Context: an optimization exercise on an open-source flow, tuned for small area. The choices shown serve that exercise and are no tape-out recipe. Only simulation tests tie the RTL to the original design; equivalence was not proved. No activity file was given, so power comes from the tool's default toggle rates.

==> flow/design.v <==
module wb_regfile #(
    parameter logic [31:0] RESET_VAL = 32'h0000_0000,
    parameter bit          BYPASS_EN = 1'b1
) (
    input  logic        clk,
    input  logic        reset,
    input  logic [31:0] IR_W,
    input  logic [31:0] PC_W,
    input  logic [31:0] PC8_W,
    input  logic [31:0] AO_W,
    input  logic [31:0] MDO_W,
    input  logic [31:0] DR_W,
    input  logic [4:0]  A1,
    input  logic [4:0]  A2,
    output logic [31:0] RD1,
    output logic [31:0] RD2,
    output logic        WE_W,
    output logic [4:0]  WA_W,
    output logic [31:0] WD_W
);
    localparam logic [5:0] OP_SPECIAL = 6'h00, OP_JAL  = 6'h03, OP_ADDIU = 6'h09,
                           OP_SLTI    = 6'h0a, OP_SLTIU = 6'h0b, OP_ANDI = 6'h0c,
                           OP_ORI     = 6'h0d, OP_XORI = 6'h0e, OP_LUI   = 6'h0f,
                           OP_LB      = 6'h20, OP_LH   = 6'h21, OP_LW    = 6'h23,
                           OP_LBU     = 6'h24, OP_LHU  = 6'h25;
    localparam logic [5:0] F_SLL  = 6'h00, F_SRL  = 6'h02, F_SRA  = 6'h03, F_SLLV = 6'h04,
                           F_SRLV = 6'h06, F_SRAV = 6'h07, F_JALR = 6'h09, F_MFHI = 6'h10,
                           F_MFLO = 6'h12, F_ADDU = 6'h21, F_SUBU = 6'h23, F_AND  = 6'h24,
                           F_OR   = 6'h25, F_XOR  = 6'h26, F_NOR  = 6'h27, F_SLT  = 6'h2a,
                           F_SLTU = 6'h2b;
    logic [31:1][31:0] r_regs;
    logic [5:0]  w_op;
    logic [5:0]  w_funct;
    logic [4:0]  w_rt;
    logic [4:0]  w_rd;
    logic        w_unused;
    assign w_op     = IR_W[31:26];
    assign w_funct  = IR_W[5:0];
    assign w_rt     = IR_W[20:16];
    assign w_rd     = IR_W[15:11];
    assign w_unused = ^{PC_W, IR_W[25:21], IR_W[10:6]};
    logic w_wr_rd, w_wr_rt, w_jal;
    always_comb begin
        w_wr_rd = 1'b0;
        if (w_op == OP_SPECIAL) begin
            case (w_funct)
                F_SLL, F_SRL, F_SRA, F_SLLV, F_SRLV, F_SRAV, F_ADDU, F_SUBU,
                F_AND, F_OR, F_XOR, F_NOR, F_SLT, F_SLTU, F_JALR, F_MFHI, F_MFLO:
                    w_wr_rd = 1'b1;
                default: w_wr_rd = 1'b0;
            endcase
        end
        case (w_op)
            OP_ADDIU, OP_ANDI, OP_ORI, OP_XORI, OP_LUI, OP_SLTI, OP_SLTIU,
            OP_LW, OP_LH, OP_LHU, OP_LB, OP_LBU: w_wr_rt = 1'b1;
            default:                             w_wr_rt = 1'b0;
        endcase
        w_jal = (w_op == OP_JAL);
    end
    assign WE_W = (w_wr_rd && (w_rd != 5'd0)) || (w_wr_rt && (w_rt != 5'd0)) || w_jal;
    assign WA_W = (w_op[5] || w_op[3]) ? w_rt : (w_op[0] ? 5'd31 : w_rd);
    logic [7:0]  w_b;
    logic [15:0] w_h;
    logic [31:0] w_ext;
    always_comb begin
        case (AO_W[1:0])
            2'b00:   w_b = DR_W[7:0];
            2'b01:   w_b = DR_W[15:8];
            2'b10:   w_b = DR_W[23:16];
            default: w_b = DR_W[31:24];
        endcase
        w_h = AO_W[1] ? DR_W[31:16] : DR_W[15:0];
        if (w_op[1])      w_ext = DR_W;
        else if (w_op[0]) w_ext = {{16{w_h[15] & ~w_op[2]}}, w_h};
        else              w_ext = {{24{w_b[7] & ~w_op[2]}}, w_b};
        if (w_op[5])                          WD_W = w_ext;
        else if (w_op[3])                     WD_W = AO_W;
        else if (w_op[0])                     WD_W = PC8_W;
        else if (w_funct[4])                  WD_W = MDO_W;
        else if (w_funct[3] && !w_funct[5])   WD_W = PC8_W;
        else                                  WD_W = AO_W;
    end
    logic        r_phase;
    logic [31:0] w_ld_data;
    logic [31:0] w_wx;
    logic [31:1] w_ld, w_ld_n;
    logic [31:1][31:0] w_next;
    assign w_ld_data = reset ? RESET_VAL : WD_W;
    assign w_wx      = w_ld_data ^ {32{r_phase}};
    always_comb begin
        for (int i = 1; i < 32; i++) begin
            w_ld[i]   = reset | (w_wr_rd && (w_rd == i[4:0])) || (w_wr_rt && (w_rt == i[4:0])) ||
                        (w_jal && (i == 31));
            w_ld_n[i] = !w_ld[i];
        end
    end
    for (genvar g = 1; g < 32; g++) begin : g_row
        wb_rf_hold u_hold (.q(r_regs[g]), .d(w_wx), .ld(w_ld[g]), .ld_n(w_ld_n[g]),
                           .y(w_next[g]));
    end
    always_ff @(posedge clk) begin
        r_phase <= !r_phase;
        r_regs  <= w_next;
    end
    function automatic logic byp_hit(input logic [4:0] a, input logic wr_rd, input logic wr_rt,
                                     input logic jal, input logic [4:0] rd,
                                     input logic [4:0] rt);
        byp_hit = (a != 5'd0) && ((wr_rd && (a == rd)) || (wr_rt && (a == rt)) ||
                                  (jal && (a == 5'd31)));
    endfunction
    logic        w_byp1, w_byp2;
    logic [31:1] w_sel1, w_sel2;
    assign w_byp1 = BYPASS_EN && byp_hit(A1, w_wr_rd, w_wr_rt, w_jal, w_rd, w_rt);
    assign w_byp2 = BYPASS_EN && byp_hit(A2, w_wr_rd, w_wr_rt, w_jal, w_rd, w_rt);
    always_comb begin
        for (int i = 1; i < 32; i++) begin
            w_sel1[i] = (A1 == i[4:0]);
            w_sel2[i] = (A2 == i[4:0]);
        end
    end
    logic [10:0][31:0] w_t1, w_t2;
    for (genvar g = 0; g < 10; g++) begin : g_aoi
        wb_rf_aoi222 u_p1 (.a0(r_regs[3*g+1]), .a1(r_regs[3*g+2]), .a2(r_regs[3*g+3]),
                           .s0(w_sel1[3*g+1]), .s1(w_sel1[3*g+2]), .s2(w_sel1[3*g+3]),
                           .y(w_t1[g]));
        wb_rf_aoi222 u_p2 (.a0(r_regs[3*g+1]), .a1(r_regs[3*g+2]), .a2(r_regs[3*g+3]),
                           .s0(w_sel2[3*g+1]), .s1(w_sel2[3*g+2]), .s2(w_sel2[3*g+3]),
                           .y(w_t2[g]));
    end
    assign w_t1[10] = ~(r_regs[31] & {32{w_sel1[31]}});
    assign w_t2[10] = ~(r_regs[31] & {32{w_sel2[31]}});
    logic [31:0] w_rf1, w_rf2;
    always_comb begin
        w_rf1 = '0;
        w_rf2 = '0;
        for (int i = 0; i < 11; i++) begin
            w_rf1 = w_rf1 | ~w_t1[i];
            w_rf2 = w_rf2 | ~w_t2[i];
        end
    end
    logic w_ph1, w_ph2;
    assign w_ph1 = r_phase && (A1 != 5'd0);
    assign w_ph2 = r_phase && (A2 != 5'd0);
    assign RD1 = w_byp1 ? WD_W : (w_rf1 ^ {32{w_ph1}});
    assign RD2 = w_byp2 ? WD_W : (w_rf2 ^ {32{w_ph2}});
endmodule
module wb_rf_hold (
    input  logic [31:0] q,
    input  logic [31:0] d,
    input  logic        ld,
    input  logic        ld_n,
    output logic [31:0] y
);
    assign y = ~((q | {32{ld}}) & (d | {32{ld_n}}));
endmodule
module wb_rf_aoi222 (
    input  logic [31:0] a0,
    input  logic [31:0] a1,
    input  logic [31:0] a2,
    input  logic        s0,
    input  logic        s1,
    input  logic        s2,
    output logic [31:0] y
);
    assign y = ~((a0 & {32{s0}}) | (a1 & {32{s1}}) | (a2 & {32{s2}}));
endmodule
clock: 6.5 ns
lec_check: 0
cap_margin: 20
core_margin: 2
core_utilization: 40
setup_slack_margin: 0.2
slew_margin: 20
synth_hierarchical: 1
synth_minimum_keep_size: 0
standard.sh (not shown) runs the stock make flow with config.mk's settings and CLKGATE_MAP_FILE= SYNTH_SCRIPT=/design/flow/synth_recipe.tcl, a recipe that flattens the netlist after the stock synthesis.
==> flow/flow/run.sh <==
#!/bin/bash
# Standard ORFS layout with plain port buffers (not delay cells) and a clock tree of
# smaller buffers without dummy loads. Each step's full log stays in orfs/logs/.
set -euo pipefail
bash standard.sh \
  "BUFFER_PORTS_ARGS=-buffer_cell sky130_fd_sc_hd__buf_1" \
  "CTS_ARGS=-sink_clustering_enable -repair_clock_nets -dont_use_dummy_load -buf_list sky130_fd_sc_hd__clkbuf_16 -sink_clustering_size 24 -sink_clustering_max_diameter 100" \
  finish > make_finish.log 2>&1
Edit:
--- a/flow/design.v
+++ b/flow/design.v
@@ -77,33 +77,29 @@
         else if (w_op[3])                     WD_W = AO_W;
         else if (w_op[0])                     WD_W = PC8_W;
         else if (w_funct[4])                  WD_W = MDO_W;
         else if (w_funct[3] && !w_funct[5])   WD_W = PC8_W;
         else                                  WD_W = AO_W;
     end
-    logic        r_phase;
     logic [31:0] w_ld_data;
-    logic [31:0] w_wx;
     logic [31:1] w_ld, w_ld_n;
     logic [31:1][31:0] w_next;
     assign w_ld_data = reset ? RESET_VAL : WD_W;
-    assign w_wx      = w_ld_data ^ {32{r_phase}};
     always_comb begin
         for (int i = 1; i < 32; i++) begin
             w_ld[i]   = reset | (w_wr_rd && (w_rd == i[4:0])) || (w_wr_rt && (w_rt == i[4:0])) ||
                         (w_jal && (i == 31));
             w_ld_n[i] = !w_ld[i];
         end
     end
     for (genvar g = 1; g < 32; g++) begin : g_row
-        wb_rf_hold u_hold (.q(r_regs[g]), .d(w_wx), .ld(w_ld[g]), .ld_n(w_ld_n[g]),
+        wb_rf_hold u_hold (.q(r_regs[g]), .d(w_ld_data), .ld(w_ld[g]), .ld_n(w_ld_n[g]),
                            .y(w_next[g]));
     end
     always_ff @(posedge clk) begin
-        r_phase <= !r_phase;
-        r_regs  <= w_next;
+        r_regs <= w_next;
     end
     function automatic logic byp_hit(input logic [4:0] a, input logic wr_rd, input logic wr_rt,
                                      input logic jal, input logic [4:0] rd,
                                      input logic [4:0] rt);
         byp_hit = (a != 5'd0) && ((wr_rd && (a == rd)) || (wr_rt && (a == rt)) ||
                                   (jal && (a == 5'd31)));
@@ -135,26 +131,23 @@
         w_rf2 = '0;
         for (int i = 0; i < 11; i++) begin
             w_rf1 = w_rf1 | ~w_t1[i];
             w_rf2 = w_rf2 | ~w_t2[i];
         end
     end
-    logic w_ph1, w_ph2;
-    assign w_ph1 = r_phase && (A1 != 5'd0);
-    assign w_ph2 = r_phase && (A2 != 5'd0);
-    assign RD1 = w_byp1 ? WD_W : (w_rf1 ^ {32{w_ph1}});
-    assign RD2 = w_byp2 ? WD_W : (w_rf2 ^ {32{w_ph2}});
+    assign RD1 = w_byp1 ? WD_W : w_rf1;
+    assign RD2 = w_byp2 ? WD_W : w_rf2;
 endmodule
 module wb_rf_hold (
     input  logic [31:0] q,
     input  logic [31:0] d,
     input  logic        ld,
     input  logic        ld_n,
     output logic [31:0] y
 );
-    assign y = ~((q | {32{ld}}) & (d | {32{ld_n}}));
+    assign y = (q & {32{ld_n}}) | (d & {32{ld}});
 endmodule
 module wb_rf_aoi222 (
     input  logic [31:0] a0,
     input  logic [31:0] a1,
     input  logic [31:0] a2,
     input  logic        s0,
What happened:
- The new run ran to the end with no violations
- final cell count came out lower by 2.3%
- clock skew decreases by 0.054 ns
- cell area grows by 1.3%
- via count fell by 4.6%
- combinational power goes down by 14%
- non-clock buffer count shrinks by 85
- worst hold slack gains 0.043 ns
- total power went down by 4.2%
- global-route usage came out lower by 3.5 points

[static timing again, ports no longer ideal]
The flow's constraints put no driver on any port. The routed layouts listed below were extracted and timed again, unchanged, in two steps. Step 1 (the two cells are an assumption about what drives the block):
set clk [get_ports {clk}]
set_driving_cell -lib_cell sky130_fd_sc_hd__clkbuf_16 $clk
set_driving_cell -lib_cell sky130_fd_sc_hd__buf_2 [delete_from_list [all_inputs] $clk]
Step 2 also shifts input and output timing later by t, the mid clock arrival at the registers, as if the neighbouring blocks saw the same clock. a / b / c = no drivers / after step 1 / after step 2; a / b = the first two.
| run | t, ns | setup WS [ns] | worst setup path after step 2 | worst data-port slew with drivers (ns) |
|---|---|---|---|---|
| the first run | 0.736 | 0.160 / 0.010 / 0.010 | input to output | 0.17 |
| the second run | 0.713 | 0.236 / 0.120 / 0.120 | input to output | 0.18 |
After both steps setup and hold are still met in every run listed. The setup slack of the first run, which loses most, moves by -0.150 ns with the drivers and by -0.150 ns with both steps.
